What follows belongs to an exercise in optimizing a design on an open flow for small area, a short achievable clock period and few clock cycles; a production flow would make more cautious choices. Function was checked by simulation only, so behaviour that the tests miss may differ from the original. Power figures rest on the tool's default switching activity, not on a simulated workload.

### config.mk
export PLATFORM = sky130hd
export DESIGN_NAME = ping_ram_dot_engine
export DESIGN_NICKNAME = ping_ram_dot_engine
export VERILOG_FILES = /design/flow/design.v
export SDC_FILE = /design/flow/constraint.sdc
export NUM_CORES = 4
export LEC_CHECK = 0
export CAP_MARGIN = 20
export CORE_MARGIN = 2
export CORE_UTILIZATION = 40
export PLACE_DENSITY = 0.6
export SLEW_MARGIN = 20
### constraint.sdc
create_clock -name core_clock -period 12.0 [get_ports {clk}]
set_input_delay 2.4000 -clock core_clock [delete_from_list [all_inputs] [get_ports {clk}]]
set_output_delay 2.4000 -clock core_clock [all_outputs]
set_load 0.01 [all_outputs]
### design.v
package ping_ram_dot_pkg;
  typedef logic [2:0] state_t;
  localparam state_t StIdle = 3'd0;
  localparam state_t StRdIn = 3'd1;
  localparam state_t StWtIn = 3'd2;
  localparam state_t StRdW  = 3'd3;
  localparam state_t StWtW  = 3'd4;
  localparam state_t StMac  = 3'd5;
  localparam state_t StWr   = 3'd6;
  localparam state_t StDone = 3'd7;
  localparam logic [1:0] FMT_I8X4  = 2'd0;
  localparam logic [1:0] FMT_I16X2 = 2'd1;
  localparam int unsigned DONE_B = 31;
  localparam int unsigned BUSY_B = 30;
  localparam int unsigned ERR_B  = 29;
  localparam int unsigned WORD_BYTES = 4;
endpackage
module dot_lane_sum
(
  input  logic [1:0]  fmt_i,
  input  logic [31:0] a_i,
  input  logic [31:0] b_i,
  output logic [33:0] sum_o
);
  logic signed [15:0] p8  [4];
  logic signed [31:0] p16 [2];
  logic        [17:0] s8;
  logic        [32:0] s16;
  always_comb begin
    s8 = '0;
    for (int i = 0; i < 4; i++) begin
      p8[i] = $signed({{8{a_i[8*i+7]}}, a_i[8*i +: 8]}) *
              $signed({{8{b_i[8*i+7]}}, b_i[8*i +: 8]});
      s8 = s8 + {{2{p8[i][15]}}, p8[i]};
    end
    s16 = '0;
    for (int j = 0; j < 2; j++) begin
      p16[j] = $signed({{16{a_i[16*j+15]}}, a_i[16*j +: 16]}) *
               $signed({{16{b_i[16*j+15]}}, b_i[16*j +: 16]});
      s16 = s16 + {p16[j][31], p16[j]};
    end
    case (fmt_i)
      ping_ram_dot_pkg::FMT_I8X4:  sum_o = {{16{s8[17]}}, s8};
      ping_ram_dot_pkg::FMT_I16X2: sum_o = {s16[32], s16};
      default:   sum_o = '0;
    endcase
  end
endmodule
module ping_ram_dot_engine
#(
  parameter int unsigned ACC_W = 40,
  parameter int unsigned LEN_W = 16
) (
  input  logic                         clk,
  input  logic                         reset,
  input  logic [31:0]                  input_addr,
  input  logic [31:0]                  weight_addr,
  input  logic [31:0]                  output_addr,
  input  logic [31:0]                  data_type,
  output logic [31:0]                  finish_signal,
  output logic [26:0]                  avm_address,
  output logic                         avm_read,
  output logic                         avm_write,
  output logic [31:0]                  avm_writedata,
  output logic [3:0]                   avm_byteenable,
  output logic                         avm_burstcount,
  input  logic [31:0]                  avm_readdata,
  input  logic                         avm_readdatavalid,
  input  logic                         avm_waitrequest
);
  ping_ram_dot_pkg::state_t             state_q, state_d;
  logic               go_q;
  logic [LEN_W-1:0]   len_q, len_d;
  logic [1:0]         fmt_q, fmt_d;
  logic [26:0]        in_base_q, in_base_d;
  logic [26:0]        w_base_q, w_base_d;
  logic [26:0]        out_addr_q, out_addr_d;
  logic [26:0]        off_q, off_d;
  logic [31:0]        in_word_q, in_word_d;
  logic [31:0]        w_word_q, w_word_d;
  logic [ACC_W-1:0]   acc_q, acc_d;
  logic [LEN_W-1:0]   count_q, count_d;
  logic               done_q, done_d;
  logic               busy_q, busy_d;
  logic               err_q, err_d;
  logic               go_rise;
  logic [1:0]         start_fmt;
  logic [LEN_W-1:0]   start_len;
  logic               start_bad;
  logic [33:0]        lane_sum;
  logic [ACC_W-1:0]   lane_ext;
  logic [31:0]        result;
  assign go_rise   = data_type[31] & ~go_q;
  assign start_fmt = data_type[25:24];
  assign start_len = data_type[LEN_W-1:0];
  assign start_bad = ((start_fmt != ping_ram_dot_pkg::FMT_I8X4) && (start_fmt != ping_ram_dot_pkg::FMT_I16X2)) ||
                     (|input_addr[1:0]) || (|weight_addr[1:0]) || (|output_addr[1:0]);
  dot_lane_sum u_lane_sum (
    .fmt_i (fmt_q),
    .a_i   (in_word_q),
    .b_i   (w_word_q),
    .sum_o (lane_sum)
  );
  assign lane_ext = ACC_W'($signed(lane_sum));
  logic unused_bits;
  assign result      = acc_q[31:0];
  assign unused_bits = ^{input_addr[31:27], weight_addr[31:27], output_addr[31:27], data_type,
                         acc_q};
  always_comb begin
    state_d    = state_q;
    len_d      = len_q;
    fmt_d      = fmt_q;
    in_base_d  = in_base_q;
    w_base_d   = w_base_q;
    out_addr_d = out_addr_q;
    off_d      = off_q;
    in_word_d  = in_word_q;
    w_word_d   = w_word_q;
    acc_d      = acc_q;
    count_d    = count_q;
    done_d     = done_q;
    busy_d     = busy_q;
    err_d      = err_q;
    unique case (state_q)
      ping_ram_dot_pkg::StIdle: begin
        if (go_rise) begin
          len_d      = start_len;
          fmt_d      = start_fmt;
          in_base_d  = input_addr[26:0];
          w_base_d   = weight_addr[26:0];
          out_addr_d = output_addr[26:0];
          count_d    = '0;
          if (start_bad) begin
            done_d = 1'b1;
            err_d  = 1'b1;
            busy_d = 1'b0;
          end else begin
            done_d  = 1'b0;
            err_d   = 1'b0;
            busy_d  = 1'b1;
            acc_d   = '0;
            off_d   = '0;
            state_d = (start_len == '0) ? ping_ram_dot_pkg::StWr : ping_ram_dot_pkg::StRdIn;
          end
        end
      end
      ping_ram_dot_pkg::StRdIn: if (!avm_waitrequest) state_d = ping_ram_dot_pkg::StWtIn;
      ping_ram_dot_pkg::StWtIn: begin
        if (avm_readdatavalid) begin
          in_word_d = avm_readdata;
          state_d   = ping_ram_dot_pkg::StRdW;
        end
      end
      ping_ram_dot_pkg::StRdW: if (!avm_waitrequest) state_d = ping_ram_dot_pkg::StWtW;
      ping_ram_dot_pkg::StWtW: begin
        if (avm_readdatavalid) begin
          w_word_d = avm_readdata;
          state_d  = ping_ram_dot_pkg::StMac;
        end
      end
      ping_ram_dot_pkg::StMac: begin
        acc_d   = acc_q + lane_ext;
        count_d = count_q + LEN_W'(1);
        off_d   = off_q + 27'(ping_ram_dot_pkg::WORD_BYTES);
        state_d = (count_d < len_q) ? ping_ram_dot_pkg::StRdIn : ping_ram_dot_pkg::StWr;
      end
      ping_ram_dot_pkg::StWr: if (!avm_waitrequest) state_d = ping_ram_dot_pkg::StDone;
      ping_ram_dot_pkg::StDone: begin
        done_d  = 1'b1;
        busy_d  = 1'b0;
        state_d = ping_ram_dot_pkg::StIdle;
      end
      default: state_d = ping_ram_dot_pkg::StIdle;
    endcase
  end
  always_ff @(posedge clk) begin
    if (reset) begin
      state_q    <= ping_ram_dot_pkg::StIdle;
      go_q       <= 1'b0;
      len_q      <= '0;
      fmt_q      <= '0;
      in_base_q  <= '0;
      w_base_q   <= '0;
      out_addr_q <= '0;
      off_q      <= '0;
      in_word_q  <= '0;
      w_word_q   <= '0;
      acc_q      <= '0;
      count_q    <= '0;
      done_q     <= 1'b0;
      busy_q     <= 1'b0;
      err_q      <= 1'b0;
    end else begin
      state_q    <= state_d;
      go_q       <= data_type[31];
      len_q      <= len_d;
      fmt_q      <= fmt_d;
      in_base_q  <= in_base_d;
      w_base_q   <= w_base_d;
      out_addr_q <= out_addr_d;
      off_q      <= off_d;
      in_word_q  <= in_word_d;
      w_word_q   <= w_word_d;
      acc_q      <= acc_d;
      count_q    <= count_d;
      done_q     <= done_d;
      busy_q     <= busy_d;
      err_q      <= err_d;
    end
  end
  always_comb begin
    avm_read      = 1'b0;
    avm_write     = 1'b0;
    avm_address   = '0;
    avm_writedata = '0;
    unique case (state_q)
      ping_ram_dot_pkg::StRdIn: begin
        avm_read    = 1'b1;
        avm_address = in_base_q + off_q;
      end
      ping_ram_dot_pkg::StRdW: begin
        avm_read    = 1'b1;
        avm_address = w_base_q + off_q;
      end
      ping_ram_dot_pkg::StWr: begin
        avm_write     = 1'b1;
        avm_address   = out_addr_q;
        avm_writedata = result;
      end
      default: ;
    endcase
  end
  assign avm_byteenable = 4'hF;
  assign avm_burstcount = 1'b1;
  always_comb begin
    finish_signal               = '0;
    finish_signal[ping_ram_dot_pkg::DONE_B]       = done_q;
    finish_signal[ping_ram_dot_pkg::BUSY_B]       = busy_q;
    finish_signal[ping_ram_dot_pkg::ERR_B]        = err_q;
    finish_signal[LEN_W-1:0]    = count_q;
  end
endmodule
### run.sh
#!/bin/bash
# synth_recipe.tcl (not shown) runs the flow's synth.tcl, then flattens the netlist and writes it again
# the make line also repeats each setting of config.mk as NAME=value (left out here)
make -C /OpenROAD-flow-scripts/flow DESIGN_CONFIG=/design/flow/config.mk WORK_HOME=/design/flow/orfs CLKGATE_MAP_FILE= SYNTH_SCRIPT=/design/flow/synth_recipe.tcl finish
==> summary.txt <==
[power by group through the flow]
stage	registers [mW]	clock network (mW)	logic, mW
2_1_floorplan	0.852	0	0.0875
3_3_place_gp	0.856	0	0.160
3_5_place_dp	0.856	0	0.161
4_1_cts	0.838	1.06	0.162
5_1_grt	0.841	1.09	0.176
6_report	0.839	1.03	0.161
[state kept, by name, summed over array words and instances, names as in the netlist]
register / flops
out_addr_q: 27
count_q: 16
busy_q: 1
err_q: 1
w_base_q: 27
in_word_q: 32
state_q: 3
done_q: 1
in_base_q: 27
go_q: 1
len_q: 16
fmt_q: 2
off_q: 25
acc_q: 32
w_word_q: 32
[repair_timing]
action                                  4_1_cts  5_1_grt
endpoints found under the hold margin         0        0
setup buffers                                 0        0
hold buffers                                  0        0
endpoints found under the setup margin        0        1
gates resized for setup                       0        5
[layout by cell type, fill, tap and decap left out, types with 6 or more instances in the layout]
cell,synthesis,layout
sky130_fd_sc_hd__a211oi_1,10,10
sky130_fd_sc_hd__a21boi_0,7,7
sky130_fd_sc_hd__a21o_1,33,33
sky130_fd_sc_hd__a21oi_1,274,274
sky130_fd_sc_hd__a22o_1,32,32
sky130_fd_sc_hd__a22oi_1,35,35
sky130_fd_sc_hd__a31oi_1,12,12
sky130_fd_sc_hd__and2_1,242,243
sky130_fd_sc_hd__and3_1,26,24
sky130_fd_sc_hd__and4_1,6,6
sky130_fd_sc_hd__buf_4,23,70
sky130_fd_sc_hd__clkbuf_16,0,30
sky130_fd_sc_hd__clkbuf_8,1,8
sky130_fd_sc_hd__clkdlybuf4s50_1,0,214
sky130_fd_sc_hd__conb_1,2,19
sky130_fd_sc_hd__dfxtp_1,243,242
sky130_fd_sc_hd__fa_1,822,822
sky130_fd_sc_hd__ha_1,347,347
sky130_fd_sc_hd__inv_1,1021,1021
sky130_fd_sc_hd__mux2_2,27,27
sky130_fd_sc_hd__nand2_1,656,656
sky130_fd_sc_hd__nand2b_1,59,59
sky130_fd_sc_hd__nand3_1,35,33
sky130_fd_sc_hd__nand4_1,11,11
sky130_fd_sc_hd__nor2_1,160,159
sky130_fd_sc_hd__nor2b_1,15,15
sky130_fd_sc_hd__nor3_1,16,16
sky130_fd_sc_hd__o211ai_1,11,11
sky130_fd_sc_hd__o21a_1,23,23
sky130_fd_sc_hd__o21ai_0,82,82
sky130_fd_sc_hd__o21bai_1,19,19
sky130_fd_sc_hd__o31ai_1,6,6
sky130_fd_sc_hd__or3_1,20,20
sky130_fd_sc_hd__xnor2_1,126,124
sky130_fd_sc_hd__xor2_1,70,69
[worst min-delay path by stage]
stage / to / from / cells after the start / slack, ns
3_3_place_gp: in_base_q[7] / in_base_q[7] / 2 / 0.44
4_1_cts: w_base_q[11] / w_base_q[11] / 2 / 0.45
5_1_grt: w_base_q[18] / w_base_q[18] / 2 / 0.47
2_1_floorplan: in_base_q[0] / in_base_q[0] / 2 / 0.43
6_report: w_base_q[15] / w_base_q[15] / 2 / 0.45
3_5_place_dp: in_base_q[7] / in_base_q[7] / 2 / 0.44
[per-layer routing]
metal / up-vias / GRT usage / wire (microns)
li1: 14700 / - / -
met1: 15600 / 0.313 / 52900
met2: 761 / 0.378 / 56300
met3: 143 / 0.0223 / 5580
met4: 2 / 0.0497 / 2950
met5: - / 0 / 13
[metrics by stage]
stage	worst slack (ns)	area [sq um]	hold slack, ns	std cells
after floorplan	1.92	42100	0.433	4744
after global placement	0.831	45700	0.440	6214
after detailed placement	0.788	45700	0.443	6214
after CTS	0.720	46800	0.453	6270
after global routing	0.0870	46900	0.472	6272
final	0.811	46900	0.452	6274
[logic make-up after synthesis]
group | synth area share
xor+xnor | 0.0408
mux | 0.00819
simple gates | 0.141
flops | 0.116
other cells | 0.000179
buf+inv | 0.111
compound gates | 0.0879
fa+ha+maj | 0.495
[layout make-up]
class | count | area, sq um
well taps | 1380 | 1730
diodes | 4 | 10.0
clock inverters | 16 | 253
fillers | 10200 | 57100
multi-input cells | 3283 | 32600
flip-flops and latches | 243 | 4870
repair buffers | 285 | 2680
clock buffers | 40 | 868
inverters | 1023 | 3840
[worst max-delay path: cells and delay by family, from the launching register on]
kind            cells  cell delay, ns
buf+inv             8            1.15
simple gates        6            0.83
xor+xnor            2            0.79
fa+ha+maj          10            4.27
compound gates     17            3.68
flops               1            0.31
==> results.tsv <==
stage	metric	value	unit
worst_setup_path	cp-endpoint	acc_q[31]	
synthesis	synth-seq-area-share	0.116	
synthesis	ys_warn_count	4	
floorplan	die_w	328	microns
sta	post-route-period-util	0.932	
sta	post_route_clock_skew	0.0383	ns
power_and_ir_drop	internal_power	1.52	mW
placement	hpwlAfterDp	101000	microns
power_and_ir_drop	worst_ir_drop_vdd	0.128	mV
drt	postRouteAntennaNets	0	
clocking	clockBufferDepth	3	
drt	detail_route.iter0.violations	2011	
floorplan	placeableCoreArea	104000	sq um
synthesis	synth.cell_area	42000	sq um
placement	io_buffer_count	215	
power_and_ir_drop	power.net_switching	0.513	mW
grt	leftover_overflow_at_the_end_of_global_routing	0	
synthesis	synth.most_common_cell	sky130_fd_sc_hd__inv_1	
synthesis	yosys_register_bits	243	
clocking	tritoncts_buffer_count	30	
floorplan	die_area	108000	sq um
final_layout	final_layout_size_suffix_gt1_frac	0.0380	
floorplan	floorplan.rows	118	
grt	grt_first_pass_wirelength	188000	microns
worst_setup_path	crit_path_max_fanout	17	
power_and_ir_drop	share_comb_of_total_power	0.079	
worst_setup_path	cp.arrival	11.68	ns
grt	grt_usage	0.225	
synthesis	count_of_flip_flops_with_a_built_in_enable_after_synthesis	0	
sta	grt_setup_unrepaired	false	
worst_setup_path	timing_worst_setup_path_type	register to register	
outcome	run_status	complete, no violations	
sta	report.final.setup_viol	0	
clocking	cts-root-buf	sky130_fd_sc_hd__clkbuf_16	
synthesis	syn-instance-count	4727	
floorplan	die_h	328	microns
grt	grt_pass1_vias	32700	
worst_setup_path	reg2reg_setup_slack	0.81	ns
synthesis	synth_largest_area_cell	sky130_fd_sc_hd__fa_1	
synthesis	ys_top_cells_by_count	sky130_fd_sc_hd__inv_1, sky130_fd_sc_hd__fa_1, sky130_fd_sc_hd__nand2_1	
worst_setup_path	timing.critical_path.from_type	register	
power_and_ir_drop	finalPower	2.03	mW
synthesis	yosysUniqueCellTypes	82	
final_layout	finish.utilization	0.451	
drt	firstDrtPassIters	6	
sta	final_min_period	11.19	ns
worst_setup_path	cp_slowest_stage_delay	0.66	ns
clocking	path_clk_slew	0.07	ns
synthesis	synth_top_cells_by_area	sky130_fd_sc_hd__fa_1, sky130_fd_sc_hd__dfxtp_1, sky130_fd_sc_hd__ha_1, sky130_fd_sc_hd__inv_1, sky130_fd_sc_hd__nand2_1	
clocking	cts_sinks	243	
worst_setup_path	rr_startpoint	w_word_q[8]	
synthesis	async_set_or_reset_register_ratio_after_synthesis	0	
power_and_ir_drop	swShare	0.253	
clocking	latest_clock_arrival_within_the_worst_skew_pair	0.63	ns
drt	wirelength	118000	microns
worst_setup_path	cp_data_required_time	12.49	ns
synthesis	synth_top_flop_cell	sky130_fd_sc_hd__dfxtp_1	
sta	slew_headroom	0.217	
flow_run	maxCapViolCount	0	
power_and_ir_drop	pwr-share-clk	0.508	
final_layout	layout-area-overhead-vs-synth	11.5	%
drt	wl_per_cell	18.8	microns
sta	clock.fmax	89.4	MHz
power_and_ir_drop	sequentialPowerShare	0.413	
final_layout	fin_nets	6199	
power_and_ir_drop	total_leakage_power	22.0	nW
worst_setup_path	critical_path.slowest_cell	sky130_fd_sc_hd__xnor2_1	
drt	vias_per_cell	4.97	
clocking	tritoncts	built	
worst_setup_path	worstSetupEndpointType	register	
floorplan	boundaryPins	262	
grt	number_of_antenna_violations_at_the_first_check_in_global_routing	8	
worst_setup_path	reg2regPathDepth	43	
synthesis	yosysTopAreaCellShare	0.392	
placement	gp_congestion	0.910	
floorplan	initial_cell_density_of_the_core	0.404	
worst_setup_path	critical_path.startpoint	w_word_q[8]	
worst_setup_path	critical_path.reg2reg.endpoint	acc_q[31]	
min_path	class_of_the_worst_hold_path	register to register	
sta	tightestPinTransition	1.17	ns
clocking	ctsHtreeMaxLevel	1	
drt	dr_total_vias	31200	
sta	setup_total_negative_slack	0	ns
sta	final_max_tran_viols	0	
grt	grt_max_degree	100	
drt	remaining_drc_errors	0	
power_and_ir_drop	power_density	43.4	nW/um^2
synthesis	post_synth.cell_area_avg	8.89	sq um
sta	final_hold_viol_count	0	
Testbench counts, summed over its fixed seeds: cycles 125,578.

re-timing with driven ports:
The flow's constraints put no driver on any port. The routed layout listed below was extracted and timed again, unchanged, in two steps. Step 1, drivers: a clkbuf_16 drives clk and a buf_2 each remaining input, both assumed. Step 2, shift: input delay + t, output delay - t, t = (earliest + latest rising clock arrival at the registers) / 2. This alone moves slack from input paths to output paths. Three values: ideal ports, drivers, drivers and shift; two values: the first two.
shift t [ns]: 0.685
slack for setup (ns): 0.811 / 0.811 / 0.811
worst hold slack (ns): 0.452 / 0.452 / 0.452
worst setup path at the end: register to register
worst register clock-pin slew, ns: 0.07 / 0.07
After both steps this run still meets setup and hold. For this run, drivers alone change the setup slack by 0.000 ns; drivers and shift together by 0.000 ns.
